Source: an optimization exercise on an open RTL-to-GDS flow (aim: small area and few clock cycles per item). Production flows keep margins and buffers that such runs may drop. At most, simulation tests tie the RTL to the original design; equivalence was not proved. The RTL of run 1 was laid out without a check of its function. No activity file was given, so power comes from the tool's default toggle rates.

===== flow/config.mk =====
export PLATFORM = sky130hd
export DESIGN_NAME = packet_header_parser
export DESIGN_NICKNAME = packet_header_parser
export VERILOG_FILES = /design/flow/design.v
export SDC_FILE = /design/flow/constraint.sdc
export NUM_CORES = 4
export LEC_CHECK = 0
export CAP_MARGIN = 20
export CORE_MARGIN = 2
export CORE_UTILIZATION = 40
export SLEW_MARGIN = 20

===== flow/constraint.sdc =====
create_clock -name core_clock -period 7.0 [get_ports {aclk}]
set_input_delay 1.4000 -clock core_clock [delete_from_list [all_inputs] [get_ports {aclk}]]
set_output_delay 1.4000 -clock core_clock [all_outputs]
set_load 0.01 [all_outputs]

===== flow/design.v =====
package php_pkg;
    localparam int unsigned MAX_FRAME_DEF = 2048;
    localparam int unsigned RESULT_W = 80;
endpackage
import php_pkg::*;
module packet_header_parser #(
    parameter int unsigned MAX_FRAME = php_pkg::MAX_FRAME_DEF
) (
    input  logic                         aclk,
    input  logic                         aresetn,
    input  logic                         s_axis_tvalid,
    output logic                         s_axis_tready,
    input  logic [7:0]                   s_axis_tdata,
    input  logic                         s_axis_tlast,
    output logic                         m_axis_tvalid,
    input  logic                         m_axis_tready,
    output logic [php_pkg::RESULT_W-1:0] m_axis_tdata
);
    logic pend_reg;    
    logic fresh_reg;   
    logic [11:0] k_reg;         
    logic        ip_reg;        
    logic        arp_reg;       
    logic [3:0]  ver_reg;
    logic [3:0]  ihl_reg;
    logic        big_reg;       
    logic        past_reg;      
    logic [10:0] tot_reg;       
    logic [1:0]  pc_reg;        
    logic        ipok_reg;      
    logic [7:0]  acur_reg, aoth_reg;   
    logic        ac_reg;
    logic [7:0]  bcur_reg, both_reg;   
    logic        bc_reg;
    logic [15:0] p2_reg;        
    logic [3:0]  off_reg;
    logic [7:0]  flg_reg;       
    localparam logic [11:0] K_LAST = 12'(MAX_FRAME - 15);    
    logic go;
    assign s_axis_tready = !pend_reg || m_axis_tready;
    assign go            = s_axis_tvalid && s_axis_tready;
    assign m_axis_tvalid = pend_reg;
    logic [3:0] m;
    logic [8:0] d;
    logic       t_neg;        
    logic       seg_in;       
    logic [7:0] b;
    assign b        = s_axis_tdata;
    assign m        = (ihl_reg < 4'd5) ? 4'd5 : ihl_reg;
    assign {t_neg, d} = {1'b0, k_reg[10:2]} - {6'b0, m};
    assign seg_in   = !(past_reg || (!big_reg && k_reg[10:0] == tot_reg));
    logic t0, t1, t3, t12;
    assign t0  = !t_neg && d == 9'd0 && k_reg[1:0] == 2'd0;
    assign t1  = !t_neg && d == 9'd0 && k_reg[1:0] == 2'd1;
    assign t3  = !t_neg && d == 9'd0 && k_reg[1:0] == 2'd3;
    assign t12 = !t_neg && d == 9'd3 && k_reg[1:0] == 2'd0;
    logic is_tcp, is_udp, is_icmp;
    assign is_tcp  = (pc_reg == 2'd2);
    assign is_udp  = (pc_reg == 2'd3);
    assign is_icmp = (pc_reg == 2'd1);
    logic t_ge2, t_ge14, t_lt8, t_lt20;
    assign t_ge2   = !t_neg && (d != 9'd0 || k_reg[1]);
    assign t_ge14  = !t_neg && (d > 9'd3 || (d == 9'd3 && k_reg[1]));
    assign t_lt8   = t_neg || d < 9'd2;
    assign t_lt20  = t_neg || d < 9'd5;
    logic       ip_add, t_add;
    logic [7:0] t_opnd;
    logic [8:0] a_sum, b_sum;
    assign ip_add = ip_reg && (k_reg[10:2] < {5'b0, ihl_reg} || k_reg == 12'd0);
    logic       a_add, a_zero;
    assign a_zero = ip_reg && t0;
    assign a_add  = ip_add || (ip_reg && (t0 || (t1 && !is_icmp)))
                 || (arp_reg && (k_reg == 12'd6 || k_reg == 12'd7));
    assign a_sum  = {1'b0, acur_reg & {8{!a_zero}}} + {1'b0, b} + {8'b0, ac_reg && !a_zero};
    always_comb begin
        t_opnd = b;
        t_add  = 1'b0;
        if (ip_reg) begin
            if (k_reg == 12'd1) begin
                t_opnd = {2'b11, ~m, 2'b11};           
                t_add  = 1'b1;
            end else if (k_reg == 12'd2 || k_reg == 12'd3) begin
                t_add = 1'b1;                          
            end else if (k_reg >= 12'd12 && k_reg <= 12'd19) begin
                t_add = 1'b1;                          
            end else if (!t_neg && seg_in) begin
                t_add = 1'b1;                          
            end
        end
    end
    assign b_sum = {1'b0, bcur_reg} + {1'b0, t_opnd} + {8'b0, bc_reg};
    always_ff @(posedge aclk) begin
        if (!aresetn) begin
            pend_reg  <= 1'b0;
            fresh_reg <= 1'b1;
        end else begin
            if (go && s_axis_tlast) pend_reg <= 1'b1;
            else if (m_axis_tready) pend_reg <= 1'b0;
            if (go) fresh_reg <= s_axis_tlast;
        end
    end
    always_ff @(posedge aclk) begin
        if (go && !(ip_reg && t_ge14)) flg_reg <= b;
    end
    always_ff @(posedge aclk) begin
        if (go) begin
            if (fresh_reg) begin
                k_reg    <= 12'hFF3;
                ip_reg   <= 1'b0;
                arp_reg  <= 1'b0;
                ver_reg  <= '0;
                ihl_reg  <= '0;
                pc_reg   <= '0;
                ipok_reg <= 1'b0;
                past_reg <= 1'b0;
                acur_reg <= '0;
                aoth_reg <= '0;
                ac_reg   <= 1'b0;
                bcur_reg <= 8'h06;      
                both_reg <= 8'hFF;
                bc_reg   <= 1'b0;
                p2_reg   <= '0;
                off_reg  <= '0;
            end else if (k_reg != K_LAST + 12'd1) begin
                k_reg <= k_reg + 12'd1;
                if (k_reg == 12'hFFF) begin
                    ip_reg  <= ({flg_reg, b} == 16'h0800);
                    arp_reg <= ({flg_reg, b} == 16'h0806);
                end
                if (a_add) begin
                    acur_reg <= aoth_reg & {8{!a_zero}};
                    aoth_reg <= a_sum[7:0];
                    ac_reg   <= a_sum[8];
                end
                if (ip_reg) begin
                    if (k_reg == 12'd0) begin
                        ver_reg <= b[7:4];
                        ihl_reg <= b[3:0];
                    end
                    if (k_reg == 12'd2) begin
                        big_reg       <= |b[7:3];
                        tot_reg[10:8] <= b[2:0];
                    end
                    if (k_reg == 12'd3) tot_reg[7:0] <= b;
                    if (k_reg == 12'd9) begin
                        case (b)
                            8'd1:    pc_reg <= 2'd1;
                            8'd6:    pc_reg <= 2'd2;
                            8'd17:   pc_reg <= 2'd3;
                            default: pc_reg <= 2'd0;
                        endcase
                    end
                    if (ip_add) begin
                        ipok_reg <= (&a_sum[7:0]) && (&aoth_reg[7:1]) && (aoth_reg[0] ^ a_sum[8]);
                    end
                    if (t_add) begin
                        bcur_reg <= both_reg;
                        both_reg <= b_sum[7:0];
                        bc_reg   <= b_sum[8];
                    end
                    if (t3 && pc_reg[1]) p2_reg <= {flg_reg, b};
                    if (t12 && is_tcp) off_reg <= b[7:4];
                    if (!t_neg && !seg_in) past_reg <= 1'b1;
                end
            end
        end
    end
    logic trunc;
    always_comb begin
        if (ip_reg) begin
            trunc = t_neg
                 || ((is_icmp || is_udp) && t_lt8)
                 || (is_tcp && (t_lt20 || seg_in));
        end else if (arp_reg) begin
            trunc = k_reg[11] || k_reg < 12'd28;
        end else begin
            trunc = k_reg[11];
        end
        m_axis_tdata        = '0;
        m_axis_tdata[1:0]   = ip_reg ? 2'd0 : arp_reg ? 2'd1 : 2'd2;
        m_axis_tdata[4:2]   = ip_reg ? {pc_reg == 2'd0, pc_reg} : 3'd0;
        m_axis_tdata[8:5]   = ver_reg;
        m_axis_tdata[14:9]  = {ihl_reg, 2'b00};
        m_axis_tdata[15]    = ipok_reg && !trunc;
        m_axis_tdata[16]    = is_tcp && !trunc && (&both_reg) && (&bcur_reg[7:1])
                              && (bcur_reg[0] ^ bc_reg);
        if (pc_reg[1] && t_ge2) m_axis_tdata[32:17] = {acur_reg, aoth_reg};
        m_axis_tdata[48:33] = p2_reg;
        if (is_tcp && t_ge14) m_axis_tdata[56:49] = flg_reg;
        m_axis_tdata[62:57] = {off_reg, 2'b00};
        if ((arp_reg && !k_reg[11] && k_reg >= 12'd8) || (is_icmp && t_ge2))
            m_axis_tdata[78:63] = {acur_reg, aoth_reg};
        m_axis_tdata[79]    = trunc;
    end
endmodule

===== flow/flow/run.sh =====
#!/bin/bash
set -euo pipefail
export BUFFER_PORTS_ARGS="-buffer_cell sky130_fd_sc_hd__buf_1"
export CTS_ARGS="-sink_clustering_enable -repair_clock_nets -buf_list sky130_fd_sc_hd__clkbuf_8 -dont_use_dummy_load"
bash standard.sh > standard.log 2>&1

===== flow/standard.sh =====
#!/bin/bash
# synth_recipe.tcl (not shown) runs the flow's synth.tcl, then flattens the netlist and writes it again
# the make line also repeats each setting of config.mk as NAME=value (left out here)
make -C /OpenROAD-flow-scripts/flow DESIGN_CONFIG=/design/flow/config.mk WORK_HOME=/design/flow/orfs CLKGATE_MAP_FILE= SYNTH_SCRIPT=/design/flow/synth_recipe.tcl "${@:-finish}"

==> results of run 1 <==
per-stage QoR:
step	area (um^2)	cells
CTS	6710	866
finish	6730	867
global placement	6590	857
global route	6730	867
detailed placement	6590	857
floorplan	6160	614
kinds of logic (layout without fill, tap and decap cells):
logic type | Yosys count | in the layout | synth area share [%]
buf+inv | 60 | 125 | 4.32
mux | 2 | 2 | 0.346
fa+ha+maj | 29 | 29 | 6.51
flops | 102 | 102 | 49.5
xor+xnor | 26 | 26 | 3.70
simple gates | 296 | 296 | 25.6
other cells | 1 | 4 | 0.0610
compound gates | 95 | 95 | 9.97
cells in the mapped netlist (all sizes together) (5+ instances only):
master / instances / share of area [%]
edfxtp: 100 / 49
nor2: 61 / 3.7
nand3: 47 / 3.8
nand2: 45 / 2.7
nor2b: 41 / 4.2
o21ai: 37 / 3.0
clkbuf: 26 / 1.6
ha: 24 / 4.9
inv: 20 / 1.2
xor2: 17 / 2.4
and3: 14 / 1.4
buf: 14 / 1.5
a21oi: 13 / 1.1
nor3b: 13 / 1.6
and2: 11 / 1.1
nor4: 11 / 1.5
nand2b: 10 / 1.0
nand4: 10 / 1.0
nor3: 10 / 0.81
or2: 9 / 0.92
xnor2: 9 / 1.3
o21a: 7 / 0.85
a21boi: 5 / 0.61
a21o: 5 / 0.61
fa: 5 / 1.6
or3: 5 / 0.51
worst max path at each step:
stage          startpoint          endpoint  slack [ps]  depth (start not counted)
4_1_cts        ihl_reg[2]  m_axis_tdata[76]        1440                         11
6_report       ihl_reg[2]          ipok_reg        1750                         18
3_5_place_dp   ihl_reg[2]          ipok_reg        1790                         18
2_1_floorplan  ihl_reg[2]          ipok_reg        2460                         19
3_3_place_gp   ihl_reg[2]  m_axis_tdata[68]        1970                         11
5_1_grt        ihl_reg[2]          ipok_reg        1360                         18
routing by layer:
| layer | track usage, % | share of wire, % | up-vias |
|---|---|---|---|
| met5 | 0 | 0 | - |
| met1 | 27.3 | 44 | 2392 |
| met4 | 8.34 | 2.8 | 0 |
| met3 | 4.01 | 7.6 | 33 |
| li1 | - | - | 2320 |
| met2 | 31.7 | 45 | 230 |
cell type report:
class	count	area, um^2
Clock buffer	9	124
Fill cell	1425	8360
Inverter	20	75.1
Multi-Input combinational cell	452	2860
Sequential cell	102	3040
Tap cell	188	235
Timing Repair Buffer	96	387
power breakdown:
part	switching (mW)	internal, mW
sequential	0.0300	0.708
combinational	0.137	0.0804
clock	0.189	0.116
total	0.356	0.904
worst register-to-register path: cells and delay by family, from the launching register on:
kind / cells / cell delay, ps
fa+ha+maj: 4 / 1520
flops: 1 / 450
simple gates: 8 / 1760
compound gates: 6 / 1340
==> out/results.ini, run 1 <==
[critical_path]
cp_common_cell=fa_1
worstPathRequired_ps=7170
crit_slowest_cell=a2bb2oi_1
cp.arrival_ps=5420
crit_type=flop to flop
critPathTopFamily=simple AND/OR/NAND/NOR gates
reg2reg_slack_ps=1750
r2r_end=ipok_reg
r2r_start=ihl_reg[2]
critical_path_peak_fanout=18
path_cells=a21oi_1, or2_2, ha_1, fa_1, nor2b_1, o21ai_0, a21oi_1, a2bb2oi_1, nor4_4, nand2b_1, fa_1, fa_1, nor2b_1, o21ai_0, a21o_1, nor3_1, nand4_1, nor4_1
critPathMaxStageDelay_ps=600
endpoint_kind=flop
crit_buf_inv=0
start_kind=flop
rr_worst_depth=18

[yosys]
ys_seq_elements=102
synth-edff-count=100
synth_area_um2=6150
syn_area_per_cell_um2=10.1
synth_flop_cell=edfxtp_1
ys_types=57
postSynthCellCount=611
async_flop_share_pct=0
yosys_warnings=1
yosysSeqAreaShare_pct=49.5

[detailed_routing]
wl_per_cell_um=18.9
vias=4975
drcViolationCount=0
viasPerCell=5.74
finalWirelength_um=16400
firstDrtPassIters=5
ant_nets=0
dr.first_iter.drc_count=451

[hold_path]
min_to=bcur_reg[1]
hold_depth=1
min_from=both_reg[1]
hp-class=flop to flop

[power_and_ir_drop]
power.density_nw_per_um2=187
p_leak_nw=2.36
power_mw=1.26
peakVddDrop_mv=0.0900

[clocking]
cts_setup_buffers=0
cts-buffers-inserted=9
cts_max_path_buffers=2
cts_resized=0
ctsRootBufferMaster=clkbuf_8
clock_latency_ps=400
clkTransAtPathRegs_ps=80
clkSinkCount=102
cts-htree-levels=3
cts_tree=yes
cts-hold-fix-buffers=0

[global_route]
antenna_found_initial=0
grt.total_usage_pct=20.1
first_global_vias=4593
grt_pass1_wl_um=25200
gr-total-overflow=0
grt_max_degree=42

[floorplanning]
placementRows=45
fp.dieArea_um2=16400
core_um2=15100
initial_utilization_pct=40.7
io_pins=95
die_y_um=128
die_w_um=128

[layout]
drive_gt1_share_pct=4.42
antenna_cells=0
mostFrequentLayoutCell=edfxtp_1
final_nets=723
fin_util_pct=44.6
synthToLayoutAreaGrowth_pct=9.42
largest_reg_flops=16
most-common-layout-cells=edfxtp_1, buf_1, nor2_1

[status]
status=finished clean

[sta]
min_period_ps=5250
slew_headroom_pct=39.1
maxSlewViolCount=0
rsz0062_at_grt=false
fmaxAchievable_mhz=191
fin_tns_setup_ps=0
worst_slack_ps=1750
tightest_slew_ps=906
clock_skew_ps=40.4
finalSetupViolations=0
hold_slack_ps=550
post-route-period-util_pct=75.0
finalHoldViolCount=0

[place]
pre_cts_slack_ps=1790
io_buffers=90
dp_hpwl_um=11900
gp_congestion=0.985

[flow_run]
cap_violations=0

==> inputs of run 2 (changes only) <==
--- a/flow/design.v
+++ b/flow/design.v
@@ -26,4 +26,7 @@
     logic        big_reg;       
     logic        past_reg;      
+    logic        tneg_reg;      
+    logic [2:0]  dq_reg;        
+    logic [11:0] k_inc;
     logic [10:0] tot_reg;       
     logic [1:0]  pc_reg;        
@@ -42,5 +45,5 @@
     assign m_axis_tvalid = pend_reg;
     logic [3:0] m;
-    logic [8:0] d;
+    logic [2:0] d;            
     logic       t_neg;        
     logic       seg_in;       
@@ -48,11 +51,13 @@
     assign b        = s_axis_tdata;
     assign m        = (ihl_reg < 4'd5) ? 4'd5 : ihl_reg;
-    assign {t_neg, d} = {1'b0, k_reg[10:2]} - {6'b0, m};
+    assign t_neg    = tneg_reg;
+    assign k_inc    = k_reg + 12'd1;
+    assign d        = dq_reg;
     assign seg_in   = !(past_reg || (!big_reg && k_reg[10:0] == tot_reg));
     logic t0, t1, t3, t12;
-    assign t0  = !t_neg && d == 9'd0 && k_reg[1:0] == 2'd0;
-    assign t1  = !t_neg && d == 9'd0 && k_reg[1:0] == 2'd1;
-    assign t3  = !t_neg && d == 9'd0 && k_reg[1:0] == 2'd3;
-    assign t12 = !t_neg && d == 9'd3 && k_reg[1:0] == 2'd0;
+    assign t0  = !t_neg && d == 3'd0 && k_reg[1:0] == 2'd0;
+    assign t1  = !t_neg && d == 3'd0 && k_reg[1:0] == 2'd1;
+    assign t3  = !t_neg && d == 3'd0 && k_reg[1:0] == 2'd3;
+    assign t12 = !t_neg && d == 3'd3 && k_reg[1:0] == 2'd0;
     logic is_tcp, is_udp, is_icmp;
     assign is_tcp  = (pc_reg == 2'd2);
@@ -60,8 +65,8 @@
     assign is_icmp = (pc_reg == 2'd1);
     logic t_ge2, t_ge14, t_lt8, t_lt20;
-    assign t_ge2   = !t_neg && (d != 9'd0 || k_reg[1]);
-    assign t_ge14  = !t_neg && (d > 9'd3 || (d == 9'd3 && k_reg[1]));
-    assign t_lt8   = t_neg || d < 9'd2;
-    assign t_lt20  = t_neg || d < 9'd5;
+    assign t_ge2   = !t_neg && (d != 3'd0 || k_reg[1]);
+    assign t_ge14  = !t_neg && (d > 3'd3 || (d == 3'd3 && k_reg[1]));
+    assign t_lt8   = t_neg || d < 3'd2;
+    assign t_lt20  = t_neg || d < 3'd5;
     logic       ip_add, t_add;
     logic [7:0] t_opnd;
@@ -114,4 +119,6 @@
                 ipok_reg <= 1'b0;
                 past_reg <= 1'b0;
+                tneg_reg <= 1'b1;
+                dq_reg   <= '0;
                 acur_reg <= '0;
                 aoth_reg <= '0;
@@ -123,5 +130,5 @@
                 off_reg  <= '0;
             end else if (k_reg != K_LAST + 12'd1) begin
-                k_reg <= k_reg + 12'd1;
+                k_reg <= k_inc;
                 if (k_reg == 12'hFFF) begin
                     ip_reg  <= ({flg_reg, b} == 16'h0800);
@@ -162,4 +169,6 @@
                     if (t12 && is_tcp) off_reg <= b[7:4];
                     if (!t_neg && !seg_in) past_reg <= 1'b1;
+                    if (k_inc[10:2] == {5'b0, m} && k_inc[1:0] == 2'd0) tneg_reg <= 1'b0;
+                    if (!t_neg && k_reg[1:0] == 2'd3 && dq_reg != 3'd5) dq_reg <= dq_reg + 3'd1;
                 end
             end
==> flow/flow/run.sh (replaced) <==
#!/bin/bash
# Standard layout, with every port buffered by the smallest buffer and a leaner clock tree.
set -euo pipefail
export BUFFER_PORTS_ARGS="-buffer_cell sky130_fd_sc_hd__buf_1"
export CTS_ARGS="-sink_clustering_enable -repair_clock_nets -buf_list sky130_fd_sc_hd__clkbuf_8 -dont_use_dummy_load"
export RECOVER_POWER=100
bash standard.sh > standard.log 2>&1
==> out/results.ini, run 2 <==
[status]
status=failed layout checks
so_faults=max-capacitance violations, max-slew violations

[sta]
min_period_ps=4820
clock_skew_ps=29.2
finalSetupViolations=0
worst_slack_ps=2180
finalHoldViolCount=0
post-route-period-util_pct=68.8
slew_headroom_pct=-58.4
maxSlewViolCount=101
rsz0062_at_grt=false
fmaxAchievable_mhz=208
fin_tns_setup_ps=0
tightest_slew_ps=2380

[critical_path]
crit_buf_inv=3
start_kind=flop
worstPathRequired_ps=6970
endpoint_kind=flop
crit_start=fresh_reg
crit_type=flop to flop
critical_path_peak_fanout=50
cp_common_cell=clkbuf_1
crit_slowest_cell=clkbuf_1
critPathTopFamily=buffers and inverters
cp.arrival_ps=4790
r2r_start=fresh_reg
path_cells=clkbuf_1, inv_1, clkbuf_1, a21oi_1
critPathMaxStageDelay_ps=1680

[yosys]
async_flop_share_pct=0
yosysMostFrequentCell=edfxtp_1
ys_types=61
postSynthCellCount=541
synth-edff-count=104
synthTopCellsByCount=edfxtp_1, and2_1, nor2_1
synth_area_um2=5920
yosys-top-cells-area=edfxtp_1, and2_1, ha_1, nor2_1, xor2_1
synth_top_area_share_pct=52.8
ys_seq_elements=106
syn_area_per_cell_um2=10.9
yosysSeqAreaShare_pct=53.4
yosys_warnings=1
synth_flop_cell=edfxtp_1
synth.largest_area_cell=edfxtp_1

[global_route]
grt.total_usage_pct=19.1
grt_pass1_wl_um=23300
grt_max_degree=51
gr-total-overflow=0
first_global_vias=4340
antenna_found_initial=0

[floorplanning]
die_y_um=126
placementRows=44
io_pins=95
core_um2=14500
initial_utilization_pct=40.9
fp.dieArea_um2=15800
die_w_um=126

[layout]
most-common-layout-cells=edfxtp_1, buf_1, nor2_1
largest_reg_flops=16
antenna_cells=0
synthToLayoutAreaGrowth_pct=9.79
final_cells=805
multiInputGateArea_um2=2550
fill_cells=1424
drive_gt1_share_pct=2.74
mostFrequentLayoutCell=edfxtp_1
final_area_um2=6500
regArea_um2=3160
final_nets=666

[clocking]
cts-buffers-inserted=9
ctsRootBufferMaster=clkbuf_8
cts-hold-fix-buffers=0
cts_setup_buffers=0
clkSinkCount=106
clock_latency_ps=400
cts_tree=yes
cts-htree-levels=3
cts_resized=0
clkTransAtPathRegs_ps=90
cts_max_path_buffers=2

[detailed_routing]
ant_nets=0
drcViolationCount=0
finalWirelength_um=14600
vias=4344
firstDrtPassIters=4
viasPerCell=5.40
wl_per_cell_um=18.2
dr.first_iter.drc_count=360

[place]
placed_area_um2=6400
gp_congestion=0.937
dp_hpwl_um=10500
io_buffers=90
pre_cts_slack_ps=2850
dp_cells=796

[hold_path]
min_from=both_reg[7]
hp-class=flop to flop

[flow_run]
cap_violations=3

[power_and_ir_drop]
peakVddDrop_mv=0.155
p_leak_nw=2.26
power.density_nw_per_um2=200

==> run 2: changes by cell type after synthesis, sizes merged, moves of 7 or more <==
cell	previous run	this run
a21oi	13	20
and2	11	52
clkbuf	26	13
nand3	47	13
nor3b	13	2
nor2	61	51
nand2	45	38
o21ai	37	16
nor2b	41	26
==> run 2: cell families after synthesis <==
kind of cell    Yosys count  synth area share [%]
compound gates           74                  8.20
xor+xnor                 33                  5.12
fa+ha+maj                30                  6.85
buf+inv                  47                  3.62
flops                   106                  53.4
mux                       1                 0.190
other cells               1                0.0634
simple gates            249                  22.5
==> run 2: power breakdown <==
| group | switching [mW] | internal (mW) | leakage, nW |
|---|---|---|---|
| registers | 0.0305 | 0.745 | 0.984 |
| logic | 0.136 | 0.0783 | 1.22 |
| clock network | 0.195 | 0.116 | 0.0647 |
| total | 0.361 | 0.939 | 2.26 |
==> run 2: worst paths after layout <==
check                end  slack [ps]  depth (start not counted)
max reg2reg    p2_reg[0]        2180                          4
max            p2_reg[0]        2180                          4
min          bcur_reg[7]         560                          1
min reg2reg  bcur_reg[7]         560                          1
==> run 2: cell type report <==
class	instances	share of cell area, %
clock buffers	9	1.91
inverters	20	1.16
multi-input cells	391	39.2
flip-flops and latches	106	48.7
well taps	184	3.54
repair buffers	95	5.49
==> run 2: through the flow <==
stage | util, % | hold WS, ps | total power [mW]
floorplan | - | 488 | 0.931
global placement | 44.2 | 527 | 0.998
detailed placement | 44.2 | 545 | 1.00
CTS | 45.1 | 565 | 1.31
global route | 44.9 | 592 | 1.36
finish | 44.9 | 560 | 1.30
==> run 2: layer usage <==
layer	wire [um]	vias up	GRT usage, %
met5	0	-	0
met4	214	0	5.49
met3	949	16	4.80
met2	6950	158	30.6
met1	6540	2105	25.8
li1	-	2065	-
Testbench counts of run 2, summed over its fixed seeds: cycles 135,206, frames 2,400.
==> inputs of run 3 (changes only) <==
--- a/flow/flow/run.sh
+++ b/flow/flow/run.sh
@@ -4,4 +4,3 @@
 export BUFFER_PORTS_ARGS="-buffer_cell sky130_fd_sc_hd__buf_1"
 export CTS_ARGS="-sink_clustering_enable -repair_clock_nets -buf_list sky130_fd_sc_hd__clkbuf_8 -dont_use_dummy_load"
-export RECOVER_POWER=100
 bash standard.sh > standard.log 2>&1
==> out/results.ini, run 3 <==
[status]
status=finished clean

[yosys]
synth-edff-count=104
synth_top_area_share_pct=52.8
synth_area_um2=5920
postSynthCellCount=541
yosysSeqAreaShare_pct=53.4
yosys-top-cells-area=edfxtp_1, and2_1, ha_1, nor2_1, xor2_1
synth_flop_cell=edfxtp_1
syn_area_per_cell_um2=10.9
async_flop_share_pct=0
synthTopCellsByCount=edfxtp_1, and2_1, nor2_1
ys_seq_elements=106
synth.largest_area_cell=edfxtp_1
yosys_warnings=1
yosysMostFrequentCell=edfxtp_1
ys_types=61

[critical_path]
worstPathRequired_ps=5600
critPathTopFamily=simple AND/OR/NAND/NOR gates
cp.arrival_ps=2910
crit_type=flop to primary output
crit_cells=7
reg2reg_slack_ps=3160
path_cells=xor2_1, nor4_1, a31oi_1, a2111oi_0, nor3_1, nor4_1, buf_1
critical_path_peak_fanout=8
start_kind=flop
cp_common_cell=nor4_1
rr_worst_depth=12
crit_buf_inv=1
critPathMaxStageDelay_ps=550
endpoint_kind=primary output
crit_slowest_cell=edfxtp_1

[hold_path]
hp-class=flop to flop
hold_depth=1

[power_and_ir_drop]
peakVddDrop_mv=0.156
pwr-share-seq_pct=59.5
internal_power_uw=940
power.switching_uw=362
p_sw_share_pct=27.8
clkPwrFrac_pct=23.9
power_mw=1.30
combPwrFrac_pct=16.6
power.density_nw_per_um2=199
p_leak_nw=2.32

[layout]
final_area_um2=6530
antenna_cells=0
synthToLayoutAreaGrowth_pct=10.3
final_nets=666
mostFrequentLayoutCell=edfxtp_1
fill_cells=1419
drive_gt1_share_pct=4.19
largest_reg_flops=16
most-common-layout-cells=edfxtp_1, buf_1, and2_1

[global_route]
gr-total-overflow=0
antenna_found_initial=0
grt.total_usage_pct=19.1
grt_pass1_wl_um=23300
first_global_vias=4340
grt_max_degree=51

[flow_run]
cap_violations=0

[detailed_routing]
dr.first_iter.drc_count=345
drcViolationCount=0
vias=4382
wl_per_cell_um=18.3
firstDrtPassIters=4
ant_nets=0
finalWirelength_um=14700
viasPerCell=5.44

[clocking]
cts_resized=0
cts-hold-fix-buffers=0
cts_setup_buffers=0
clock_latency_ps=400
cts_tree=yes
clkTransAtPathRegs_ps=90
cts_max_path_buffers=2
ctsRootBufferMaster=clkbuf_8
cts-htree-levels=3
clkSinkCount=106
cts-buffers-inserted=9

[floorplanning]
initial_utilization_pct=40.9
die_w_um=126
die_y_um=126
fp.dieArea_um2=15800
placementRows=44
core_um2=14500
io_pins=95

[sta]
rsz0062_at_grt=false
maxSlewViolCount=0
hold_slack_ps=559
clock_skew_ps=31.9
tightest_slew_ps=1040
min_period_ps=4310
post-route-period-util_pct=61.5
fin_tns_setup_ps=0
finalSetupViolations=0
fmaxAchievable_mhz=232
finalHoldViolCount=0
slew_headroom_pct=30.3

[place]
dp_hpwl_um=10500
io_buffers=90
placed_area_um2=6400
gp_congestion=0.937

## run 3: cell types whose count changed in the layout (fill, tap and decap cells not counted), moves of 2 or more
cell	delta
a21oi_1	-2
a21oi_2	+2
and2_0	-41
and2_1	+41
buf_1	+8
buf_4	+5
clkbuf_1	-13
## run 3: kinds of logic after synthesis
logic type / count (synthesis) / share of synthesized area, %
AOI/OAI and AO/OA: 74 / 8.20
and+or+nand+nor: 249 / 22.5
adders and majority gates: 30 / 6.85
buffers and inverters: 47 / 3.62
xor gates and xnor gates: 33 / 5.12
other: 1 / 0.0634
muxes: 1 / 0.190
DFF: 106 / 53.4
## run 3: power by group through the flow
| stage | Combinational [mW] | Sequential (mW) | Clock, mW |
|---|---|---|---|
| 2_1_floorplan | 0.150 | 0.781 | 0 |
| 3_3_place_gp | 0.211 | 0.787 | 0 |
| 3_5_place_dp | 0.215 | 0.789 | 0 |
| 4_1_cts | 0.217 | 0.775 | 0.320 |
| 5_1_grt | 0.242 | 0.780 | 0.342 |
| 6_report | 0.216 | 0.774 | 0.311 |
## run 3: final cells by class
cell class | count | area [um^2] | area share (%)
multi-input cells | 391 | 2560 | 39.2
well taps | 184 | 230 | 3.53
clock buffers | 9 | 124 | 1.90
inverters | 20 | 75.1 | 1.15
repair buffers | 95 | 375 | 5.75
flip-flops and latches | 106 | 3160 | 48.4
## run 3: stage by stage
| stage | setup slack, ps | instances | utilization (%) |
|---|---|---|---|
| 2_1_floorplan | 3480 | 544 | - |
| 3_3_place_gp | 3030 | 796 | 44.2 |
| 3_5_place_dp | 2850 | 796 | 44.2 |
| 4_1_cts | 2670 | 805 | 45.1 |
| 5_1_grt | 2440 | 805 | 45.1 |
| 6_report | 2690 | 805 | 45.1 |
## run 3: final timing paths
path	endpoint	startpoint
min	bcur_reg[7]	both_reg[7]
min reg2reg	bcur_reg[7]	both_reg[7]
max	m_axis_tdata[16]	k_reg[0]
max reg2reg	both_reg[6]	k_reg[7]
## run 3: per-layer routing
metal	up-vias	GRT usage [%]	share of wire, %
met5	-	0	0
met4	0	5.49	1.8
met3	21	4.80	6.0
met2	156	30.6	47
met1	2139	25.8	45
li1	2066	-	-
==> inputs of run 4 (changes only) <==
==> flow/flow/run.sh (replaced) <==
#!/bin/bash
# Standard layout, with every port buffered by the smallest buffer and a leaner clock tree.
set -euo pipefail
export BUFFER_PORTS_ARGS="-buffer_cell sky130_fd_sc_hd__buf_1"
export CTS_ARGS="-sink_clustering_enable -repair_clock_nets -buf_list sky130_fd_sc_hd__clkbuf_16 -dont_use_dummy_load -sink_clustering_size 50 -sink_clustering_max_diameter 200"
bash standard.sh > standard.log 2>&1
==> out/results.ini, run 4 <==
[status]
status=finished clean

[global_route]
grt_use_met1_pct=25.9
grt.total_usage_pct=19.0
busiest_layer=met2
first_global_vias=4338
met2_usage_pct=30.3
grt_max_degree=51
antenna_found_initial=0
grt_pass1_wl_um=23200
grt_util_met3_pct=4.67
gr-total-overflow=0

[clocking]
cts-hold-fix-buffers=0
cts-buffers-inserted=9
cts_setup_buffers=0
clkSinkCount=106
cts_max_path_buffers=2
ctsRootBufferMaster=clkbuf_16
cts_resized=0
clkTransAtPathRegs_ps=70
clock_latency_ps=360
cts-htree-levels=3
cts_tree=yes

[floorplanning]
die_w_um=126
placementRows=44
io_pins=95
die_y_um=126
core_um2=14500
initial_utilization_pct=40.9
fp.dieArea_um2=15800

[yosys]
yosys-top-cells-area=edfxtp_1, and2_1, ha_1, nor2_1, xor2_1
yosysSeqAreaShare_pct=53.4
synthTopCellsByCount=edfxtp_1, and2_1, nor2_1
synth-edff-count=104
synth_flop_cell=edfxtp_1
async_flop_share_pct=0
yosysMostFrequentCell=edfxtp_1
synth_top_area_share_pct=52.8
yosys_warnings=1
synth_area_um2=5920
synth.largest_area_cell=edfxtp_1
ys_seq_elements=106
syn_area_per_cell_um2=10.9
ys_types=61
postSynthCellCount=541

[sta]
fin_tns_setup_ps=0
finalSetupViolations=0
hold_slack_ps=560
min_period_ps=4260
tightest_slew_ps=1070
finalHoldViolCount=0
worst_slack_ps=2740
clock_skew_ps=19.5
fmaxAchievable_mhz=235
slew_headroom_pct=28.1
maxSlewViolCount=0
post-route-period-util_pct=60.9
rsz0062_at_grt=false

[layout]
mostFrequentLayoutCell=edfxtp_1
synthToLayoutAreaGrowth_pct=12.0
final_cells=805
drive_gt1_share_pct=4.19
fill_cells=1406
final_nets=666
largest_reg_flops=16
antenna_cells=0
most-common-layout-cells=edfxtp_1, buf_1, and2_1

[detailed_routing]
wl_per_cell_um=18.1
firstDrtPassIters=5
viasPerCell=5.46
vias=4398
drcViolationCount=0
finalWirelength_um=14600
ant_nets=0
dr.first_iter.drc_count=359

[power_and_ir_drop]
power_mw=1.43
peakVddDrop_mv=0.187
power.density_nw_per_um2=215
p_leak_nw=2.37

[critical_path]
crit_type=flop to primary output
endpoint_kind=primary output
cp.arrival_ps=2860
worstPathRequired_ps=5600
rr_worst_depth=12
critical_path_peak_fanout=8
start_kind=flop

[place]
io_buffers=90
dp_cells=796
gp_congestion=0.937
dp_hpwl_um=10500
pre_cts_slack_ps=2850

[hold_path]
hold_depth=1
hp-class=flop to flop

[flow_run]
cap_violations=0

## run 4: kinds of logic (layout without fill, tap and decap cells)
family / after synthesis / after routing / synth area share [%]
simple gates: 249 / 249 / 22.5
flops: 106 / 106 / 53.4
compound gates: 74 / 74 / 8.20
buf+inv: 47 / 124 / 3.62
xor+xnor: 33 / 33 / 5.12
fa+ha+maj: 30 / 30 / 6.85
other cells: 1 / 4 / 0.0634
mux: 1 / 1 / 0.190
## run 4: final timing paths
kind / from / end / slack [ps]
setup / recovery: k_reg[0] / m_axis_tdata[16] / 2740
hold / removal: both_reg[1] / bcur_reg[1] / 560
setup reg to reg: k_reg[7] / both_reg[6] / 3190
hold reg to reg: both_reg[1] / bcur_reg[1] / 560
## run 4: worst max-delay path, stage by stage, from the launching register on
cell       delay, ps
edfxtp_1         530
xor2_1           240
nor4_1           360
a31oi_1          230
a2111oi_0        390
nor3_1           200
nor4_1           360
buf_1            200
## run 4: stage by stage
stage	util, %	cell area (um^2)
3_5_place_dp	44.2	6400
6_report	45.8	6630
2_1_floorplan	-	5930
3_3_place_gp	44.2	6400
5_1_grt	45.8	6630
4_1_cts	45.8	6630
## run 4: layer usage
| metal | share of wire (%) | routed length (um) |
|---|---|---|
| met5 | 0 | 0 |
| met4 | 1.7 | 253 |
| met3 | 6.9 | 1000 |
| met2 | 48 | 6950 |
| met1 | 44 | 6350 |
## run 4: power breakdown
part,internal (mW),total (mW),leakage (nW),switching [mW]
logic,0.0798,0.215,1.28,0.135
registers,0.744,0.775,0.984,0.0305
clock network,0.227,0.436,0.111,0.209
total,1.05,1.43,2.37,0.375
## run 4: layout make-up
class                   count  area, um^2  area share (%)
repair buffers             95         375            5.66
flip-flops and latches    106        3160            47.7
multi-input cells         391        2560            38.6
clock buffers               9         225            3.40
inverters                  20        75.1            1.13
well taps                 184         230            3.47
==> inputs of run 5 (changes only) <==
==> flow/flow/run.sh (replaced) <==
#!/bin/bash
# Standard layout, with every port buffered by the smallest buffer and a leaner clock tree.
set -euo pipefail
export BUFFER_PORTS_ARGS="-buffer_cell sky130_fd_sc_hd__buf_1"
export CTS_ARGS="-sink_clustering_enable -repair_clock_nets -buf_list sky130_fd_sc_hd__clkbuf_8 -dont_use_dummy_load -sink_clustering_size 30 -sink_clustering_max_diameter 120"
bash standard.sh > standard.log 2>&1
==> out/results.ini, run 5 <==
[sta]
hold_slack_ps=559
clock_skew_ps=31.9
fmaxAchievable_mhz=232
min_period_ps=4310
tightest_slew_ps=1040
finalHoldViolCount=0
rsz0062_at_grt=false
slew_headroom_pct=30.3
maxSlewViolCount=0
post-route-period-util_pct=61.5
finalSetupViolations=0
worst_slack_ps=2690
fin_tns_setup_ps=0

[yosys]
synth_top_area_share_pct=52.8
yosysSeqAreaShare_pct=53.4
muxShareOfSynthArea_pct=0.190
synth_adder_area_share_pct=6.85
yosys_warnings=1
synth_flop_cell=edfxtp_1
ys_seq_elements=106
synth_area_um2=5920
async_flop_share_pct=0
synth.largest_area_cell=edfxtp_1
syn_area_per_cell_um2=10.9
synth_xor_area_share_pct=5.12
yosys-top-cells-area=edfxtp_1, and2_1, ha_1, nor2_1, xor2_1
synth_compound_area_share_pct=8.20
yosysMostFrequentCell=edfxtp_1
ys_types=61
synth_top_family_by_area=simple AND/OR/NAND/NOR gates
synthSimpleGateAreaFrac_pct=22.5
postSynthCellCount=541
synthTopCellsByCount=edfxtp_1, and2_1, nor2_1
synth-edff-count=104

[layout]
final_nets=666
final_cells=805
synthToLayoutAreaGrowth_pct=10.3
drive_gt1_share_pct=4.19
most-common-layout-cells=edfxtp_1, buf_1, and2_1
largest_reg_flops=16
final_area_um2=6530
antenna_cells=0
mostFrequentLayoutCell=edfxtp_1
fin_util_pct=45.1

[floorplanning]
io_pins=95
die_y_um=126
core_um2=14500
die_w_um=126
initial_utilization_pct=40.9
fp.dieArea_um2=15800
placementRows=44

[power_and_ir_drop]
peakVddDrop_mv=0.156
power.density_nw_per_um2=199
clkPwrFrac_pct=23.9
p_leak_nw=2.32
internal_power_uw=940
combPwrFrac_pct=16.6
pwr-share-seq_pct=59.5
power_mw=1.30
p_sw_share_pct=27.8
power.switching_uw=362

[place]
gp_congestion=0.937
pre_cts_slack_ps=2850
dp_hpwl_um=10500
placed_area_um2=6400
io_buffers=90
dp_cells=796

[clocking]
cts_max_path_buffers=2
cts-htree-levels=3
ctsRootBufferMaster=clkbuf_8
cts-hold-fix-buffers=0
cts_resized=0
clkSinkCount=106
cts_setup_buffers=0
clock_latency_ps=400
cts_tree=yes
clkTransAtPathRegs_ps=90
cts-buffers-inserted=9

[global_route]
grt_pass1_wl_um=23300
antenna_found_initial=0
grt.total_usage_pct=19.1
gr-total-overflow=0
grt_max_degree=51
first_global_vias=4340

[critical_path]
critPathMaxStageDelay_ps=550
cp.arrival_ps=2910
critical_path_peak_fanout=8
rr_worst_depth=12
crit_buf_inv=1
cp_common_cell=nor4_1
critPathTopFamily=simple AND/OR/NAND/NOR gates
r2r_end=both_reg[6]
crit_start=k_reg[0]
r2r_start=k_reg[7]
path_cells=xor2_1, nor4_1, a31oi_1, a2111oi_0, nor3_1, nor4_1, buf_1
crit_cells=7
crit_slowest_cell=edfxtp_1
start_kind=flop
reg2reg_slack_ps=3160
endpoint_kind=primary output
crit_type=flop to primary output
worstPathRequired_ps=5600
critPathCapture=m_axis_tdata[16]

[detailed_routing]
wl_per_cell_um=18.3
drcViolationCount=0
viasPerCell=5.44
finalWirelength_um=14700
ant_nets=0
firstDrtPassIters=4
dr.first_iter.drc_count=345
vias=4382

[status]
status=finished clean

[hold_path]
hp-class=flop to flop
min_from=both_reg[7]

[flow_run]
cap_violations=0

## run 5: cells by family (layout without fill, tap and decap cells)
group,count (synthesis),count (layout)
other,1,4
adder cells (fa/ha/maj),30,30
multiplexers,1,1
buffers and inverters,47,124
XOR/XNOR,33,33
AO/OA/AOI/OAI,74,74
flip-flops,106,106
AND/OR/NAND/NOR,249,249
## run 5: worst min-delay path by stage
| stage | end | slack, ps | depth (start not counted) |
|---|---|---|---|
| finish | bcur_reg[7] | 560 | 1 |
| global route | bcur_reg[2] | 590 | 1 |
| CTS | bcur_reg[7] | 570 | 1 |
| detailed placement | bcur_reg[1] | 540 | 1 |
| global placement | bcur_reg[2] | 530 | 1 |
| floorplan | tneg_reg | 490 | 0 |
## run 5: area by class of cell
class,instances,area [um^2]
repair buffers,95,375
flip-flops and latches,106,3160
multi-input cells,391,2560
fillers,1419,7950
clock buffers,9,124
inverters,20,75.1
well taps,184,230
## run 5: routing by layer
metal | vias to the layer above | track usage, % | wire length, um
met5 | - | 0 | 0
met4 | 0 | 5.49 | 268
met3 | 21 | 4.80 | 883
met2 | 156 | 30.6 | 6960
met1 | 2139 | 25.8 | 6580
li1 | 2066 | - | -
## run 5: power by group through the flow
stage	Clock, mW	Combinational, mW	Sequential (mW)
2_1_floorplan	0	0.150	0.781
3_3_place_gp	0	0.211	0.787
3_5_place_dp	0	0.215	0.789
4_1_cts	0.320	0.217	0.775
5_1_grt	0.342	0.242	0.780
6_report	0.311	0.216	0.774
==> inputs of run 6 (changes only) <==
--- a/flow/design.v
+++ b/flow/design.v
@@ -72,4 +72,13 @@
     logic [7:0] t_opnd;
     logic [8:0] a_sum, b_sum;
+    function automatic logic [8:0] add8(input logic [7:0] x, input logic [7:0] y, input logic ci);
+        logic [8:0] c;
+        c[0] = ci;
+        for (int i = 0; i < 8; i++) begin
+            add8[i] = x[i] ^ y[i] ^ c[i];
+            c[i+1]  = (x[i] & y[i]) | (x[i] & c[i]) | (y[i] & c[i]);
+        end
+        add8[8] = c[8];
+    endfunction
     assign ip_add = ip_reg && (k_reg[10:2] < {5'b0, ihl_reg} || k_reg == 12'd0);
     logic       a_add, a_zero;
@@ -77,5 +86,5 @@
     assign a_add  = ip_add || (ip_reg && (t0 || (t1 && !is_icmp)))
                  || (arp_reg && (k_reg == 12'd6 || k_reg == 12'd7));
-    assign a_sum  = {1'b0, acur_reg & {8{!a_zero}}} + {1'b0, b} + {8'b0, ac_reg && !a_zero};
+    assign a_sum  = add8(acur_reg & {8{!a_zero}}, b, ac_reg && !a_zero);
     always_comb begin
         t_opnd = b;
@@ -94,5 +103,5 @@
         end
     end
-    assign b_sum = {1'b0, bcur_reg} + {1'b0, t_opnd} + {8'b0, bc_reg};
+    assign b_sum = add8(bcur_reg, t_opnd, bc_reg);
     always_ff @(posedge aclk) begin
         if (!aresetn) begin
==> flow/flow/run.sh (replaced) <==
#!/bin/bash
# Standard layout, with every port buffered by the smallest buffer and a leaner clock tree.
set -euo pipefail
export BUFFER_PORTS_ARGS="-buffer_cell sky130_fd_sc_hd__buf_1"
export CTS_ARGS="-repair_clock_nets -buf_list sky130_fd_sc_hd__clkbuf_8 -dont_use_dummy_load"
bash standard.sh > standard.log 2>&1
==> out/results.ini, run 6 <==
[status]
status=finished clean

[flow_run]
cap_violations=0

[critical_path]
worstPathRequired_ps=7120
critical_path_peak_fanout=11
path_cells=or4_4, or4_4, nor2_1, and3_1, or2_2, fa_1, inv_1, fa_1, inv_1, fa_1, inv_1, fa_1, inv_1, fa_1, inv_1, fa_1, fa_1, inv_1, fa_1, or2_2
cp.arrival_ps=5620
cp_common_cell=fa_1
crit_type=flop to flop
crit_slowest_cell=or4_4
endpoint_kind=flop
critPathMaxStageDelay_ps=610
crit_buf_inv=6
start_kind=flop
critPathTopFamily=adder cells

[layout]
antenna_cells=0
regArea_um2=3160
largest_reg_flops=16
mostFrequentLayoutCell=edfxtp_1
multiInputGateArea_um2=2260
final_nets=618
most-common-layout-cells=edfxtp_1, buf_1, nor2_1
synthToLayoutAreaGrowth_pct=10.4
drive_gt1_share_pct=7.14
fill_cells=1324

[yosys]
yosysMostFrequentCell=edfxtp_1
ys_types=48
syn_area_per_cell_um2=11.5
yosysSeqAreaShare_pct=55.7
async_flop_share_pct=0
synth.largest_area_cell=edfxtp_1
synth_flop_cell=edfxtp_1
synth_area_um2=5680
yosys_warnings=1
postSynthCellCount=493
synth-edff-count=104
ys_seq_elements=106
synthTopCellsByCount=edfxtp_1, nor2_1, and2_1
synth_top_area_share_pct=55.0
yosys-top-cells-area=edfxtp_1, fa_1, and2_1, ha_1, nor2b_1

[sta]
rsz0062_at_grt=false
tightest_slew_ps=1000
fin_tns_setup_ps=0
min_period_ps=5500
post-route-period-util_pct=78.5
finalSetupViolations=0
maxSlewViolCount=0
hold_slack_ps=555
fmaxAchievable_mhz=182
worst_slack_ps=1500
slew_headroom_pct=33.3
finalHoldViolCount=0
clock_skew_ps=35.8

[detailed_routing]
vias=3887
finalWirelength_um=13400
wl_per_cell_um=17.8
ant_nets=0
dr.first_iter.drc_count=261
viasPerCell=5.16
drcViolationCount=0
firstDrtPassIters=5

[floorplanning]
initial_utilization_pct=40.9
die_w_um=123
fp.dieArea_um2=15200
io_pins=95
die_y_um=123
core_um2=13900
placementRows=43

[global_route]
grt_max_degree=58
first_global_vias=3701
grt.total_usage_pct=18.4
gr-total-overflow=0
grt_pass1_wl_um=20600
antenna_found_initial=0

[clocking]
cts-buffers-inserted=9
cts_setup_buffers=0
clock_latency_ps=390
cts_resized=0
clkSinkCount=106
cts_tree=yes
cts-hold-fix-buffers=0
ctsRootBufferMaster=clkbuf_8
cts_max_path_buffers=2
cts-htree-levels=3
clkTransAtPathRegs_ps=90

[hold_path]
hp-class=flop to flop

[power_and_ir_drop]
combPwrFrac_pct=14.1
internal_power_uw=922
clkPwrFrac_pct=24.1
p_sw_share_pct=26.2
power.density_nw_per_um2=199
p_leak_nw=2.19
power_mw=1.25
power.switching_uw=327
pwr-share-seq_pct=61.8
peakVddDrop_mv=0.0884

[place]
gp_congestion=0.920
io_buffers=90
pre_cts_slack_ps=1510
dp_hpwl_um=9710

## run 6: final timing paths
| path | startpoint | end | slack [ps] | cells after the start |
|---|---|---|---|---|
| setup reg to reg | k_reg[10] | both_reg[7] | 1500 | 20 |
| hold / removal | both_reg[2] | bcur_reg[2] | 550 | 1 |
| hold reg to reg | both_reg[2] | bcur_reg[2] | 550 | 1 |
| setup / recovery | k_reg[10] | both_reg[7] | 1500 | 20 |
## run 6: cells by family (layout without fill, tap and decap cells)
| logic type | Yosys count | after routing | synth area share [%] |
|---|---|---|---|
| mux | 1 | 1 | 0.176 |
| simple gates | 236 | 236 | 22.8 |
| buf+inv | 57 | 135 | 4.76 |
| xor+xnor | 25 | 25 | 3.85 |
| fa+ha+maj | 29 | 29 | 8.50 |
| compound gates | 38 | 38 | 4.14 |
| flops | 106 | 106 | 55.7 |
| other cells | 1 | 4 | 0.0660 |
## run 6: worst reg2reg max path, stage by stage (launching register included)
cell and delay (ps):
edfxtp_1 470, or4_4 610, or4_4 460, nor2_1 190, and3_1 400, or2_2 180, fa_1 150, inv_1 50
fa_1 350, inv_1 70, fa_1 150, inv_1 50, fa_1 360, inv_1 80, fa_1 150, inv_1 50
fa_1 380, fa_1 360, inv_1 80, fa_1 410, or2_2 270
## run 6: cell type report
cell class | instances | area share (%)
Timing Repair Buffer | 96 | 6.11
Tap cell | 180 | 3.59
Multi-Input combinational cell | 333 | 36.1
Inverter | 30 | 1.80
Sequential cell | 106 | 50.5
Clock buffer | 9 | 1.98
## run 6: stage by stage
stage	std cells	area [um^2]	utilization, %
3_5_place_dp	745	6150	44.3
4_1_cts	754	6270	45.2
6_report	754	6270	45.2
3_3_place_gp	745	6150	44.3
5_1_grt	754	6270	45.2
2_1_floorplan	496	5690	-
## run 6: per-layer routing
metal | vias up | wire length (um) | GRT usage, % | share of wire [%]
met2 | 135 | 6210 | 28.3 | 46
li1 | 1855 | - | - | -
met3 | 18 | 808 | 3.09 | 6.0
met4 | 0 | 244 | 6.46 | 1.8
met5 | - | 0 | 0 | 0
met1 | 1879 | 6140 | 26.4 | 46
## run 6: power groups by stage
| stage | Sequential, mW | Clock (mW) | Combinational (mW) |
|---|---|---|---|
| 2_1_floorplan | 0.780 | 0 | 0.116 |
| 3_3_place_gp | 0.786 | 0 | 0.175 |
| 3_5_place_dp | 0.786 | 0 | 0.176 |
| 4_1_cts | 0.772 | 0.309 | 0.178 |
| 5_1_grt | 0.777 | 0.334 | 0.199 |
| 6_report | 0.772 | 0.300 | 0.177 |
Testbench counts of run 6, summed over its fixed seeds: cycles 135,206, frames 2,400.
==> inputs of run 7 (changes only) <==
==> flow/flow/run.sh (replaced) <==
#!/bin/bash
# Standard layout, with every port buffered by the smallest buffer and a leaner clock tree.
set -euo pipefail
export BUFFER_PORTS_ARGS="-buffer_cell sky130_fd_sc_hd__buf_1"
export CTS_ARGS="-sink_clustering_enable -repair_clock_nets -buf_list sky130_fd_sc_hd__clkbuf_8 -dont_use_dummy_load -sink_clustering_size 50 -sink_clustering_max_diameter 300"
bash standard.sh > standard.log 2>&1
==> out/results.ini, run 7 <==
[hold_path]
hp-class=flop to flop

[floorplanning]
fp.dieArea_um2=15200
io_pins=95
die_w_um=123
initial_utilization_pct=40.9
die_y_um=123
placementRows=43
core_um2=13900

[critical_path]
critPathMaxStageDelay_ps=610
critPathTopFamily=adder cells
endpoint_kind=flop
crit_type=flop to flop
cp.arrival_ps=5620
crit_buf_inv=6
path_cells=or4_4, or4_4, nor2_1, and3_1, or2_2, fa_1, inv_1, fa_1, inv_1, fa_1, inv_1, fa_1, inv_1, fa_1, inv_1, fa_1, fa_1, inv_1, fa_1, or2_2
worstPathRequired_ps=7120
cp_common_cell=fa_1
start_kind=flop
critical_path_peak_fanout=11
crit_slowest_cell=or4_4

[sta]
finalHoldViolCount=0
post-route-period-util_pct=78.5
clock_skew_ps=35.8
finalSetupViolations=0
fmaxAchievable_mhz=182
min_period_ps=5500
tightest_slew_ps=1000
fin_tns_setup_ps=0
rsz0062_at_grt=false
maxSlewViolCount=0
slew_headroom_pct=33.3
hold_slack_ps=555

[power_and_ir_drop]
peakVddDrop_mv=0.0884
power.density_nw_per_um2=199
p_leak_nw=2.19

[clocking]
cts-htree-levels=3
cts_tree=yes
cts_resized=0
clock_latency_ps=390
clkSinkCount=106
cts_max_path_buffers=2
cts-hold-fix-buffers=0
clkTransAtPathRegs_ps=90
cts_setup_buffers=0
cts-buffers-inserted=9
ctsRootBufferMaster=clkbuf_8

[yosys]
synth_flop_cell=edfxtp_1
yosys_warnings=1
synth.largest_area_cell=edfxtp_1
synth_area_um2=5680
syn_area_per_cell_um2=11.5
ys_seq_elements=106
synth_adder_area_share_pct=8.50
synth-edff-count=104
synth_top_family_by_area=simple AND/OR/NAND/NOR gates
yosys-top-cells-area=edfxtp_1, fa_1, and2_1, ha_1, nor2b_1
yosysSeqAreaShare_pct=55.7
synth_top_area_share_pct=55.0
synthTopCellsByCount=edfxtp_1, nor2_1, and2_1
ys_types=48
yosysMostFrequentCell=edfxtp_1
synth_compound_area_share_pct=4.14
muxShareOfSynthArea_pct=0.176
postSynthCellCount=493
synth_xor_area_share_pct=3.85
synthSimpleGateAreaFrac_pct=22.8
async_flop_share_pct=0

[layout]
final_nets=618
most-common-layout-cells=edfxtp_1, buf_1, nor2_1
antenna_cells=0
mostFrequentLayoutCell=edfxtp_1
largest_reg_flops=16
multiInputGateArea_um2=2260
synthToLayoutAreaGrowth_pct=10.4
fill_cells=1324
regArea_um2=3160
drive_gt1_share_pct=7.14

[place]
dp_hpwl_um=9710
gp_congestion=0.920
io_buffers=90

[global_route]
first_global_vias=3701
grt_max_degree=58
grt.total_usage_pct=18.4
antenna_found_initial=0
grt_pass1_wl_um=20600
gr-total-overflow=0

[detailed_routing]
vias=3887
wl_per_cell_um=17.8
viasPerCell=5.16
ant_nets=0
firstDrtPassIters=5
dr.first_iter.drc_count=261
finalWirelength_um=13400
drcViolationCount=0

[flow_run]
cap_violations=0

[status]
status=finished clean

==> run 7: kinds of logic (layout without fill, tap and decap cells) <==
family / count (synthesis) / in the layout
flip-flops: 106 / 106
multiplexers: 1 / 1
buffers and inverters: 57 / 135
other: 1 / 4
AO/OA/AOI/OAI: 38 / 38
XOR/XNOR: 25 / 25
AND/OR/NAND/NOR: 236 / 236
adder cells (fa/ha/maj): 29 / 29
==> run 7: final timing paths <==
path / start / end / slack (ps) / cells past startpoint
worst min register to register: both_reg[2] / bcur_reg[2] / 550 / 1
worst max register to register: k_reg[10] / both_reg[7] / 1500 / 20
worst min-delay path: both_reg[2] / bcur_reg[2] / 550 / 1
worst max-delay path: k_reg[10] / both_reg[7] / 1500 / 20
==> run 7: per-stage QoR <==
step / utilization (%) / worst slack (ps) / cell area (um^2) / instances / power, mW
after detailed placement: 44.3 / 1510 / 6150 / 745 / 0.962
final: 45.2 / 1500 / 6270 / 754 / 1.25
after floorplan: - / 1870 / 5690 / 496 / 0.895
after global placement: 44.3 / 1630 / 6150 / 745 / 0.960
after global routing: 45.2 / 1230 / 6270 / 754 / 1.31
after CTS: 45.2 / 1520 / 6270 / 754 / 1.26
==> run 7: report_power, final <==
group	internal, mW	leakage [nW]	switching (mW)	total (mW)
logic	0.0629	1.14	0.114	0.177
clock network	0.116	0.0647	0.185	0.300
registers	0.743	0.985	0.0288	0.772
==> run 7: metal layers <==
metal / part of all wire (%) / up-vias / global-route usage [%]
li1: - / 1855 / -
met1: 46 / 1879 / 26.4
met2: 46 / 135 / 28.3
met3: 6.0 / 18 / 3.09
met4: 1.8 / 0 / 6.46
met5: 0 / - / 0
==> run 7: layout make-up <==
class	instances	area share, %
clock buffer	9	1.98
sequential	106	50.5
timing repair buffer	96	6.11
inverter	30	1.80
tap	180	3.59
multi-input combinational	333	36.1
==> inputs of run 8 (changes only) <==
==> flow/flow/run.sh (replaced) <==
#!/bin/bash
# Standard layout, with every port buffered by the smallest buffer and a leaner clock tree.
set -euo pipefail
export BUFFER_PORTS_ARGS="-buffer_cell sky130_fd_sc_hd__buf_1"
export CTS_ARGS="-sink_clustering_enable -repair_clock_nets -buf_list sky130_fd_sc_hd__clkbuf_8 -dont_use_dummy_load"
bash standard.sh > standard.log 2>&1
==> out/results.ini, run 8 <==
[status]
status=finished clean

[critical_path]
endpoint_kind=flop
crit_type=flop to flop
r2r_start=k_reg[10]
path_cells=or4_4, or4_4, nor2_1, and3_1, or2_2, fa_1, inv_1, fa_1, inv_1, fa_1, inv_1, fa_1, inv_1, fa_1, inv_1, fa_1, fa_1, inv_1, fa_1, or2_2
rr_worst_depth=20
start_kind=flop
critPathCapture=both_reg[7]
worstPathRequired_ps=7120
crit_slowest_cell=or4_4
critical_path_peak_fanout=11
cp.arrival_ps=5620
critPathMaxStageDelay_ps=610
reg2reg_slack_ps=1500
crit_start=k_reg[10]
cp_common_cell=fa_1
r2r_end=both_reg[7]

[yosys]
synth_area_um2=5680
synth_flop_cell=edfxtp_1
synth_top_area_share_pct=55.0
yosysMostFrequentCell=edfxtp_1
postSynthCellCount=493
yosys_warnings=1
async_flop_share_pct=0
synth.largest_area_cell=edfxtp_1
yosys-top-cells-area=edfxtp_1, fa_1, and2_1, ha_1, nor2b_1
synth-edff-count=104
ys_seq_elements=106
syn_area_per_cell_um2=11.5
ys_types=48
yosysSeqAreaShare_pct=55.7
synthTopCellsByCount=edfxtp_1, nor2_1, and2_1

[detailed_routing]
dr.first_iter.drc_count=261
firstDrtPassIters=5
wl_per_cell_um=17.8
finalWirelength_um=13400
drcViolationCount=0
vias=3887
viasPerCell=5.16
ant_nets=0

[sta]
tightest_slew_ps=1000
finalHoldViolCount=0
fmaxAchievable_mhz=182
rsz0062_at_grt=false
clock_skew_ps=35.8
maxSlewViolCount=0
slew_headroom_pct=33.3
fin_tns_setup_ps=0
finalSetupViolations=0
min_period_ps=5500
post-route-period-util_pct=78.5

[power_and_ir_drop]
p_leak_nw=2.19
internal_power_uw=922
peakVddDrop_mv=0.0884
power.switching_uw=327
clkPwrFrac_pct=24.1
power.density_nw_per_um2=199
combPwrFrac_pct=14.1
pwr-share-seq_pct=61.8
p_sw_share_pct=26.2

[global_route]
grt.total_usage_pct=18.4
grt_pass1_wl_um=20600
gr-total-overflow=0
grt_max_degree=58
first_global_vias=3701
antenna_found_initial=0

[clocking]
clkTransAtPathRegs_ps=90
cts-htree-levels=3
clkSinkCount=106
cts-buffers-inserted=9
cts-hold-fix-buffers=0
cts_resized=0
ctsRootBufferMaster=clkbuf_8
cts_max_path_buffers=2
cts_tree=yes
cts_setup_buffers=0
clock_latency_ps=390

[place]
dp_hpwl_um=9710
gp_congestion=0.920
io_buffers=90
dp_cells=745

[layout]
largest_reg_flops=16
synthToLayoutAreaGrowth_pct=10.4
fin_util_pct=45.2
final_cells=754
final_nets=618
mostFrequentLayoutCell=edfxtp_1
most-common-layout-cells=edfxtp_1, buf_1, nor2_1
antenna_cells=0
drive_gt1_share_pct=7.14

[floorplanning]
die_w_um=123
io_pins=95
initial_utilization_pct=40.9
placementRows=43
core_um2=13900
fp.dieArea_um2=15200
die_y_um=123

[flow_run]
cap_violations=0

[hold_path]
hp-class=flop to flop

run 8: per-stage QoR:
stage               cell area [um^2]  hold slack [ps]  worst slack, ps  power [mW]
floorplan                       5690              451             1870       0.895
global placement                6150              516             1630       0.960
detailed placement              6150              536             1510       0.962
CTS                             6270              562             1520        1.26
global route                    6270              576             1230        1.31
finish                          6270              555             1500        1.25
run 8: power groups by stage:
stage          sequential, mW  clock (mW)  combinational [mW]
2_1_floorplan           0.780           0               0.116
3_3_place_gp            0.786           0               0.175
3_5_place_dp            0.786           0               0.176
4_1_cts                 0.772       0.309               0.178
5_1_grt                 0.777       0.334               0.199
6_report                0.772       0.300               0.177
run 8: area by class of cell:
type,instances,area [um^2]
fill,1324,7610
sequential,106,3160
multi-input combinational,333,2260
timing repair buffer,96,383
tap,180,225
clock buffer,9,124
inverter,30,113
run 8: metal layers:
layer | vias to the layer above | share of wire [%] | track usage [%]
met4 | 0 | 1.8 | 6.46
met2 | 135 | 46 | 28.3
li1 | 1855 | - | -
met1 | 1879 | 46 | 26.4
met5 | - | 0 | 0
met3 | 18 | 6.0 | 3.09
run 8: worst max-delay path, delay by kind of cell, from the launching register on:
kind                       cells  cell delay, ps
buffers and inverters          6             380
adders and majority gates      8            2310
DFF                            1             470
and+or+nand+nor                6            2110
run 8: cell families (layout without fill, tap and decap cells):
family / count (synthesis) / in the layout / share of synthesized area (%)
buf+inv: 57 / 135 / 4.76
mux: 1 / 1 / 0.176
flops: 106 / 106 / 55.7
other cells: 1 / 4 / 0.0660
compound gates: 38 / 38 / 4.14
simple gates: 236 / 236 / 22.8
xor+xnor: 25 / 25 / 3.85
fa+ha+maj: 29 / 29 / 8.50
run 8: how the worst min path moves through the flow:
stage	startpoint	end	cells past startpoint	slack [ps]
floorplan	fresh_reg	tneg_reg	0	450
global route	both_reg[1]	bcur_reg[1]	1	580
finish	both_reg[2]	bcur_reg[2]	1	550
global placement	both_reg[1]	bcur_reg[1]	1	520
detailed placement	both_reg[2]	bcur_reg[2]	1	540
CTS	both_reg[2]	bcur_reg[2]	1	560
==> inputs of run 9 (changes only) <==
--- a/flow/design.v
+++ b/flow/design.v
@@ -178,5 +178,5 @@
                     if (t12 && is_tcp) off_reg <= b[7:4];
                     if (!t_neg && !seg_in) past_reg <= 1'b1;
-                    if (k_inc[10:2] == {5'b0, m} && k_inc[1:0] == 2'd0) tneg_reg <= 1'b0;
+                    if (k_reg[10:2] == {5'b0, m - 4'd1} && k_reg[1:0] == 2'd3) tneg_reg <= 1'b0;
                     if (!t_neg && k_reg[1:0] == 2'd3 && dq_reg != 3'd5) dq_reg <= dq_reg + 3'd1;
                 end
==> out/results.ini, run 9 <==
[place]
dp_cells=729
pre_cts_slack_ps=1540
io_buffers=90
dp_hpwl_um=9790
gp_congestion=0.831

[sta]
fin_tns_setup_ps=0
rsz0062_at_grt=false
post-route-period-util_pct=74.2
tightest_slew_ps=1030
clock_skew_ps=25.0
fmaxAchievable_mhz=193
finalSetupViolations=0
min_period_ps=5190
maxSlewViolCount=0
slew_headroom_pct=31.0
worst_slack_ps=1810
finalHoldViolCount=0

[yosys]
yosysMostFrequentCell=edfxtp_1
postSynthCellCount=478
async_flop_share_pct=0
synth_flop_cell=edfxtp_1
synth_adder_area_share_pct=8.62
yosys_warnings=1
synth_top_area_share_pct=55.7
synth-edff-count=104
synth_area_um2=5600
synth_top_family_by_area=simple AND/OR/NAND/NOR gates
ys_seq_elements=106
syn_area_per_cell_um2=11.7
yosys-top-cells-area=edfxtp_1, fa_1, nor2b_1, and3_1, ha_1
yosysSeqAreaShare_pct=56.4
muxShareOfSynthArea_pct=0.536
synth_xor_area_share_pct=3.75
synthSimpleGateAreaFrac_pct=21.1
synthTopCellsByCount=edfxtp_1, nor2b_1, nor2_1
synth.largest_area_cell=edfxtp_1
ys_types=47
synth_compound_area_share_pct=5.27

[detailed_routing]
firstDrtPassIters=5
vias=3943
dr.first_iter.drc_count=356
drcViolationCount=0
ant_nets=0
finalWirelength_um=13600
viasPerCell=5.34
wl_per_cell_um=18.5

[critical_path]
worstPathRequired_ps=7130
cp.arrival_ps=5320
r2r_end=both_reg[7]
endpoint_kind=flop
cp_common_cell=fa_1
crit_buf_inv=2
crit_type=flop to flop
r2r_start=k_reg[5]
rr_worst_depth=15
critPathTopFamily=adder cells
crit_slowest_cell=edfxtp_1
reg2reg_slack_ps=1810
path_cells=nor4_2, and4_1, nand4_2, nand2b_1, fa_1, inv_1, fa_1, fa_1, fa_1, fa_1, fa_1, fa_1, inv_1, fa_1, or2_2
start_kind=flop
critPathMaxStageDelay_ps=560
critical_path_peak_fanout=9

[global_route]
grt.total_usage_pct=18.7
grt_pass1_wl_um=20700
first_global_vias=3726
gr-total-overflow=0
antenna_found_initial=0
grt_max_degree=52

[floorplanning]
die_y_um=122
fp.dieArea_um2=15000
io_pins=95
core_um2=13800
die_w_um=122
placementRows=43
initial_utilization_pct=40.7

[clocking]
ctsRootBufferMaster=clkbuf_8
cts_tree=yes
clkTransAtPathRegs_ps=90
cts_resized=0
cts-hold-fix-buffers=0
cts-htree-levels=3
clock_latency_ps=380
clkSinkCount=106
cts_max_path_buffers=2
cts_setup_buffers=0
cts-buffers-inserted=9

[hold_path]
hold_depth=1
min_from=both_reg[1]
min_to=bcur_reg[1]
hp-class=flop to flop

[layout]
drive_gt1_share_pct=4.12
antenna_cells=0
most-common-layout-cells=edfxtp_1, buf_1, nor2b_1
mostFrequentLayoutCell=edfxtp_1
largest_reg_flops=16
final_cells=738
fill_cells=1338
final_nets=602
synthToLayoutAreaGrowth_pct=10.9

[power_and_ir_drop]
peakVddDrop_mv=0.137
power.density_nw_per_um2=201
p_leak_nw=2.24

[status]
status=finished clean

[flow_run]
cap_violations=0

## run 9: worst max path at each step
stage,startpoint,endpoint,slack [ps],cells past startpoint
2_1_floorplan,s_axis_tdata[0],both_reg[7],2090,12
3_3_place_gp,s_axis_tdata[0],both_reg[7],1620,13
3_5_place_dp,s_axis_tdata[0],both_reg[7],1540,13
4_1_cts,k_reg[5],both_reg[7],1840,15
5_1_grt,k_reg[5],both_reg[7],1540,15
6_report,k_reg[5],both_reg[7],1810,15
## run 9: logic make-up after synthesis
| kind of cell | count (synthesis) |
|---|---|
| fa+ha+maj | 29 |
| mux | 3 |
| compound gates | 45 |
| other cells | 1 |
| flops | 106 |
| simple gates | 215 |
| buf+inv | 55 |
| xor+xnor | 24 |
## run 9: area by class of cell
cell class / count / area, um^2 / area share [%]
sequential: 106 / 3160 / 50.9
clock buffer: 9 / 124 / 1.99
tap: 180 / 225 / 3.63
multi-input combinational: 320 / 2230 / 35.9
inverter: 30 / 113 / 1.81
timing repair buffer: 93 / 360 / 5.80
## run 9: metrics by stage
step / hold WS [ps] / util, % / area [um^2] / power (mW)
after CTS: 542 / 45.0 / 6200 / 1.25
final: 543 / 45.1 / 6210 / 1.25
after detailed placement: 523 / 44.1 / 6080 / 0.957
after global routing: 571 / 45.1 / 6210 / 1.30
after floorplan: 496 / - / 5620 / 0.894
after global placement: 520 / 44.1 / 6080 / 0.955
## run 9: report_power, final
group	internal (mW)	switching, mW	total (mW)
Sequential	0.743	0.0322	0.775
Clock	0.116	0.186	0.301
Combinational	0.0602	0.110	0.170
## run 9: routing by layer
layer,up-vias,share of wire [%],global-route usage [%]
met5,-,0,0
li1,1824,-,-
met3,12,7.1,5.07
met1,1934,47,27.6
met4,0,1.1,4.09
met2,173,44,27.7
Testbench counts of run 9, summed over its fixed seeds: cycles 135,206, frames 2,400.

## re-timing with driven ports
No port has a modelled driver above. Below, the same layouts with a new extraction and two added sets of constraints.
Step 1 assumes that a clkbuf_16 drives the clock port and a buf_2 every other input.
Step 2 also shifts input and output timing later by t, the mid clock arrival at the registers, as if the neighbouring blocks saw the same clock.
Slacks: ideal / step 1 / step 2; pairs: ideal / step 1.
run | t, ns | setup slack, ns | worst setup path after step 2
run 1 | 0.417 | 1.751 / 1.751 / 1.751 | register to register
run 2 | 0.419 | 2.181 / 2.181 / 2.181 | register to register
run 3 | 0.423 | 2.694 / 2.656 / 2.834 | input to register
run 4 | 0.394 | 2.738 / 2.695 / 2.854 | input to register
run 5 | 0.423 | 2.694 / 2.656 / 2.834 | input to register
run 6 | 0.404 | 1.504 / 1.504 / 1.481 | input to register
run 7 | 0.404 | 1.504 / 1.504 / 1.481 | input to register
run 8 | 0.404 | 1.504 / 1.504 / 1.481 | input to register
run 9 | 0.404 | 1.807 / 1.807 / 1.509 | input to register
The setup slack of run 9, which loses most, moves by 0.000 ns with the drivers and by -0.298 ns with both steps.
